Source: an optimization exercise on an open RTL-to-GDS flow (aim: small area and a short achievable clock period). Production flows keep margins and buffers that such runs may drop. The RTL was checked by simulation tests, not by an equivalence proof against the original design. Power figures rest on the tool's default switching activity, not on a simulated workload.

==> flow/design.v (outline; a module is shown in full before it is edited, if it fits) <==
// module sa_fa: 10 lines
// module sa_pp3: 9 lines
// module param_systolic_array: 2748 lines
module param_systolic_array #(
  parameter int N      = sa_pkg::SA_N_DEF,
  parameter int DW     = sa_pkg::SA_DW_DEF,
  parameter int AW     = sa_pkg::sa_acc_width(N, DW),
  parameter bit SIGNED = 1'b0
) (
  input  logic            clk,
  input  logic            rst,
  input  logic            clear,
  input  logic            in_valid,
  output logic            in_ready,
  input  logic [N*DW-1:0] in_data,
  input  logic            w_valid,
  output logic            w_ready,
  input  logic [DW-1:0]   w_data,
  output logic            out_valid,
  output logic [N*AW-1:0] out_data,
  output sa_pkg::sa_state_e dbg_state
);
  // ...
==> flow/run.sh <==
#!/bin/bash
# synth_recipe.tcl (not shown) runs the flow's synth.tcl, then flattens the netlist and writes it again
# the make line also repeats each setting of config.mk as NAME=value (left out here)
make -C /OpenROAD-flow-scripts/flow DESIGN_CONFIG=/design/flow/config.mk WORK_HOME=/design/flow/orfs CLKGATE_MAP_FILE= SYNTH_SCRIPT=/design/flow/synth_recipe.tcl finish
==> flow/config.mk <==
export PLATFORM = sky130hd
export DESIGN_NAME = param_systolic_array
export DESIGN_NICKNAME = param_systolic_array
export VERILOG_FILES = /design/flow/design.v
export SDC_FILE = /design/flow/constraint.sdc
export NUM_CORES = 4
export LEC_CHECK = 0
export CAP_MARGIN = 20
export CORE_MARGIN = 2
export CORE_UTILIZATION = 35
export SETUP_SLACK_MARGIN = 5
export SLEW_MARGIN = 20
export SYNTH_HIERARCHICAL = 1
==> flow/constraint.sdc <==
create_clock -name core_clock -period 10.0 [get_ports {clk}]
set_input_delay 2.0000 -clock core_clock [delete_from_list [all_inputs] [get_ports {clk}]]
set_output_delay 2.0000 -clock core_clock [all_outputs]
set_load 0.01 [all_outputs]
==> metrics.md, run 1 <==
| Metric | Value |
|---|---|
| Worst-case clock buffer depth | 3 |
| Number of global-route vias before repair | 41140 |
| Die Width | about 410 um |
| Clkbuf count | 126 |
| Multi-input combinational area share | 0.4962 |
| Critical Path End Type | primary output |
| Status | timing/DRC/antenna clean |
| Post-route cell area | 65700 um^2 |
| CP top delay family | buffers and inverters |
| Seq cells post-synth | 1002 |
| WP data required | 8000 ps |
| Synth Flop Type | dfxtp_1 |
| Arrival @ worst endpoint | 2830 ps |
| Top Registers | xd_q: 280 flops, active_q: 200 flops, shadow_q: 200 flops |
| Worst path bufs/invs | 2 |
| Skew-Pair Late Insertion Delay | 750 ps |
| RSZ-0062 raised after global routing | no |
| Async set-reset flop share out of synthesis | 0.01697 |
| Fmax | 206.8 MHz |
| Logic pwr share | 0.377 |
| DRC errors left | 0 |
| Clock-cell share of area | 0.05646 |
| WL/cell | 32.68 um |
| Share of cells above drive strength 1 | 0.09053 |
| CP cell instances | clkdlybuf4s50_1 > nor2_1 > dlygate4sd2_1 |
| Finished Layout Cells | 6496 |
| Inst Count DP | between 6000 and 7000 |
==> inputs of run 2 (changes only) <==
==> flow/flow/run.sh (new file) <==
#!/bin/bash
set -uo pipefail
bash standard.sh SETUP_SLACK_MARGIN=5.6 finish > standard_flow.log 2>&1
status=$?
tail -40 standard_flow.log
exit $status
==> flow/standard.sh (new file) <==
#!/bin/bash
# synth_recipe.tcl (not shown) runs the flow's synth.tcl, then flattens the netlist and writes it again
# the make line also repeats each setting of config.mk as NAME=value (left out here)
make -C /OpenROAD-flow-scripts/flow DESIGN_CONFIG=/design/flow/config.mk WORK_HOME=/design/flow/orfs CLKGATE_MAP_FILE= SYNTH_SCRIPT=/design/flow/synth_recipe.tcl "${@:-finish}"
--- a/flow/config.mk
+++ b/flow/config.mk
@@ -8,6 +8,5 @@
 export CAP_MARGIN = 20
 export CORE_MARGIN = 2
 export CORE_UTILIZATION = 35
-export SETUP_SLACK_MARGIN = 5
 export SLEW_MARGIN = 20
 export SYNTH_HIERARCHICAL = 1
removed: flow/run.sh
==> run 2 against run 1 <==
  * Critical path type is now flop to flop
  * Area after synthesis unchanged
  * Largest cell class unchanged
  * Clock power about the same
  * Largest power group unchanged
  * Highest routed layer unchanged
  * Sequential power about the same
  * Routed wire length up 0.24%
==> metrics.md, run 2 <==
| Metric | Value |
|---|---|
| Status | timing/DRC/antenna clean (unchanged) |
| I/O pin cnt | 153 (unchanged) |
| Initial Util | 0.3525 (unchanged) |
| Fmax | 224.4 MHz (was 206.8 MHz) |
| Cell row count | 148 (unchanged) |
| Arrival @ worst endpoint | 5010 ps (was 2830 ps) |
| Area of the multi-input gates | 32860 um^2 (was 32600 um^2) |
| Share of cells above drive strength 1 | 0.1170 (was 0.09053) |
| Via/cell ratio | 6.255 (was 6.259) |
| Worst slew pin tran | 1157 ps (was 1219 ps) |
| Grt total ovfl | 0 (unchanged) |
| Skew-Pair Late Insertion Delay | 750 ps (about the same) |
| Largest register FFs | 280 (unchanged) |
| Worst reg2reg endpoint | r2_7_0$_DFF_P_ (was r2_11_1$_DFF_P_) |
| RSZ-0062 raised after global routing | yes (was no) |
| Commonest cells after routing, fill and taps aside | fa_1 (871), a222oi_1 (700), dfxtp_1 (546), edfxtp_1 (400), nand2_1 (328) (was fa_1 (885), a222oi_1 (700), dfxtp_1 (546), edfxtp_1 (400), nand2_1 (328)) |
| Reg-to-Reg Start | x3_q[1][1]$_DFF_P_ (was x3_q[2][2]$_DFF_P_) |
| DRC errors left | 0 (unchanged) |
| Synth Flop Type | dfxtp_1 (unchanged) |
| Min-delay src | xd_q[2][38]$_DFF_P_ (unchanged) |
| Initial drt markers | 11200 (was 11160) |
| Mapped Cells | 3965 (unchanged) |
| Synthesized area | 57450 um^2 (unchanged) |
| Number of setup violations in the final report | 0 (unchanged) |
| VDD IR-drop max | 0.1842 mV (was 0.1841 mV) |
| Number of H-tree levels | 3 (unchanged) |
| # port buffers | 152 (unchanged) |
| Most instantiated cells after synthesis | fa_1 (885), a222oi_1 (700), dfxtp_1 (585), edfxtp_1 (400), nand2_1 (328) (unchanged) |
| Critical Path End Type | flop (was primary output) |
| Count of nets after finishing | 5285 (was 5253) |
| Number of global-route vias before repair | 41130 (was 41140) |
| Tmin final | 4456 ps (was 4835 ps) |
| Slew Limit Headroom | 0.2290 (was 0.1875) |
| Worst Skew | 69.68 ps (was 67.81 ps) |
| Reg2Reg Depth | 7 (unchanged) |
| Initial antenna violation count | 6 (was 7) |
| Top reg by flops | xd_q (unchanged) |
| Post-synth top area share | 0.3084 (unchanged) |
| R2R Setup Slk | 5540 ps (was 5400 ps) |
| Hold Vio Cnt, Final | 0 (unchanged) |
| WP data required | 10560 ps (was 8000 ps) |
| Count leader, synth | fa_1 (unchanged) |
| Min-Delay Path Class | flop to flop (unchanged) |
| Largest net degree at the start of global routing | 177 (unchanged) |
| Share of power burned in registers | 0.363 (about the same) |
| Synth-to-Final Area Change | 15.47% (was 14.37%) |
| Via Count | 40840 (was 40660) |
| Clock transition at path regs | 60 ps (about the same) |
| DRT Pass-1 Iters | 13 (was 17) |
| Clk pwr share | 0.259 (was 0.260) |
| Core area | 163000 um^2 (unchanged) |
| Seq cells post-synth | 1002 (unchanged) |
| Async set-reset flop share out of synthesis | 0.01697 (unchanged) |
| DIE AREA | 167400 um^2 (unchanged) |
| Synth area leaders | fa_1 (31%), edfxtp_1 (21%), dfxtp_1 (20%), a222oi_1 (12%), nor2b_1 (2.7%) (unchanged) |
| Storage cell area | 24270 um^2 (was 24200 um^2) |
| Logic pwr share | 0.378 (was 0.377) |
| Cell-internal power | 10.17 mW (was 10.16 mW) |
| Pwr/cell area | 238.5 nW/um^2 (was 240.4 nW/um^2) |
| Most common cell after layout, fill and taps aside | fa_1 (unchanged) |
| DPL Wire Length | 145800 um (unchanged) |
| # fillers | 15200 (was 15220) |
| Syn_area_per_cell | 14.49 um^2 (unchanged) |
| First-pass GRT wire length | 295700 um (unchanged) |
| Setup crit start kind | flop (was primary input) |
| Hold path cells | 0 (unchanged) |
| Antenna-violating nets left | 0 (unchanged) |
| Root Buffer | clkbuf_16 (unchanged) |
| Final critical-path share of the clock period | 0.4456 (was 0.4835) |
| GRT Total Usage | 0.2475 (about the same) |
| CTS tree | built (unchanged) |
| Hold EP | xd_q[3][38]$_DFF_P_ (unchanged) |
| Mapped Nets | 4989 (unchanged) |
| Crit-path max FO | 20 (was 2) |
| Die Width | 409.1 um (unchanged) |
| Num CTS Buffers | 104 (unchanged) |
| Switching part of the total power | 0.3568 (was 0.3570) |
| TNS Setup | 0 ps (unchanged) |
| Global placer's final weighted congestion | 0.9338 (unchanged) |
| Clk sinks | 1002 (unchanged) |
| Fin. max-slew vios | 0 (unchanged) |
| Number of flops mapped to enable cells by yosys | 400 (unchanged) |
| Critical path type | flop to flop (was primary input to primary output) |
| Hold Slack | 316.1 ps (was 317.4 ps) |
| Synth warnings | 12 (unchanged) |
| Max-Cap Viols | 0 (unchanged) |
| Worst-case clock buffer depth | 3 (unchanged) |
| Sw power | 5.644 mW (was 5.640 mW) |
| Seq/Total Area, Yosys | 0.4204 (unchanged) |
| Dominant cell type by area after synthesis | fa_1 (unchanged) |
| Synth cell types | 55 (unchanged) |
| Die height | 409.1 um (unchanged) |
| Top Registers | xd_q: 280 flops, active_q: 200 flops, shadow_q: 200 flops (unchanged) |
| Leak pwr | 22.45 nW (was 22.15 nW) |
| WL/cell | 32.59 um (was 32.68 um) |
| Final WL | 212800 um (was 212300 um) |
[run 2: cell counts after synthesis]
No cell type changed its count.
[run 2: worst max-delay path: stages, from the launching register on]
cell	delay [ps]
dfxtp_2	1040
a222oi_1	330
fa_1	550
fa_1	480
fa_1	470
fa_1	460
fa_1	470
fa_1	460
[run 2: cell type report]
class,count,share of cell area
Antenna cell,3,0.0001132
Sequential cell,1002,0.3659
Clock buffer,126,0.04174
Clock inverter,70,0.01418
Tap cell,2175,0.04103
Timing Repair Buffer,237,0.03378
Inverter,139,0.007866
Multi-Input combinational cell,2777,0.4954
[run 2: worst max path at each step]
stage,endpoint,start,depth (start not counted),slack (ps)
2_1_floorplan,cnt_q[2]$_DFFE_PP0P_,w_valid,4,1760
3_3_place_gp,in_ready,rst,3,4840
3_5_place_dp,in_ready,rst,3,4890
4_1_cts,r2_11_1$_DFF_P_,x3_q[0][0]$_DFF_P_,7,5610
5_1_grt,r2_10_1$_DFF_P_,active_q[7][0]$_DFFE_PN_,8,5580
6_report,r2_7_0$_DFF_P_,x3_q[1][1]$_DFF_P_,7,5540
[run 2: per-module statistics from Yosys (local to each module, per instance)]
| module | cells | flops+latches |
|---|---|---|
| param_systolic_array | 2390 | 1002 |
| sa_pp3 | 1 | 0 |
| sa_fa | 1 | 0 |
[run 2: repair_timing]
item,4_1_cts,5_1_grt
hold buffers,0,0
gates resized for setup,17,149
buffers inserted,0,32
pin swaps,2,66
endpoints found under the setup margin,7,36
[run 2: power by group through the flow]
stage               combinational, mW  sequential (mW)  clock, mW
floorplan                        3.84             5.54          0
global placement                 5.93             5.75          0
detailed placement               6.01             5.76          0
CTS                              6.07             5.68       4.21
global route                     6.74             5.76       4.36
finish                           5.97             5.74       4.10
[run 2: layer usage]
layer  vias up  share of wire  track usage
li1      16090              -            -
met1     20440           0.37       0.3256
met2      3574           0.42       0.3568
met3       723           0.15      0.09171
met4         4          0.062       0.1246
met5         -       0.000080            0
[run 2: cells by family (layout without fill, tap and decap cells)]
kind of cell             count (synthesis)  in the layout  synth area share
AND/OR/NAND/NOR                        787            787           0.07015
AO/OA/AOI/OAI                          828            828            0.1366
flip-flops                            1002           1002            0.4204
multiplexers                           100            100           0.01960
XOR/XNOR                                91             91           0.01387
other                                    0              3                 0
buffers and inverters                  186            572           0.01228
adder cells (fa/ha/maj)                971            971            0.3271
[run 2: per-stage QoR]
step           cell area (um^2)  utilization  instances  worst slack [ps]  power, mW
2_1_floorplan             57450            -       3965              1762      9.388
3_5_place_dp              61990       0.3804       6298              4886      11.76
5_1_grt                   66320       0.4070       6526              5582      16.86
3_3_place_gp              61990       0.3804       6298              4842      11.67
4_1_cts                   65700       0.4032       6494              5606      15.96
6_report                  66330       0.4071       6529              5544      15.82

-- re-timing with driven ports --
How much do the figures lean on ideal ports? The routed layouts below were timed once more, with nothing changed but the port constraints. Step 1 assumes that a clkbuf_16 drives the clock port and a buf_2 every other input. Step 2 adds t to the input delays and takes it off the output delays; t is the mean of the earliest and latest rising clock arrival at the registers after step 1. Input paths then give back, and output paths get back, about the clock's delay inside the block. Three values: no drivers, after step 1, after step 2; two values: the first two.
run	t (ns)	setup WS [ns]	clock arrival spread, ns	worst register clock-pin slew, ns	cell pins on the clock port's net
run 1	0.799	5.165 / 5.140 / 5.140	0.084 / 0.084	0.08 / 0.08	1
run 2	0.797	5.544 / 5.544 / 5.415	0.082 / 0.083	0.07 / 0.07	1
After both steps every run listed still meets setup and hold. The setup slack of run 2, which loses most, moves by 0.000 ns with the drivers and by -0.129 ns with both steps.
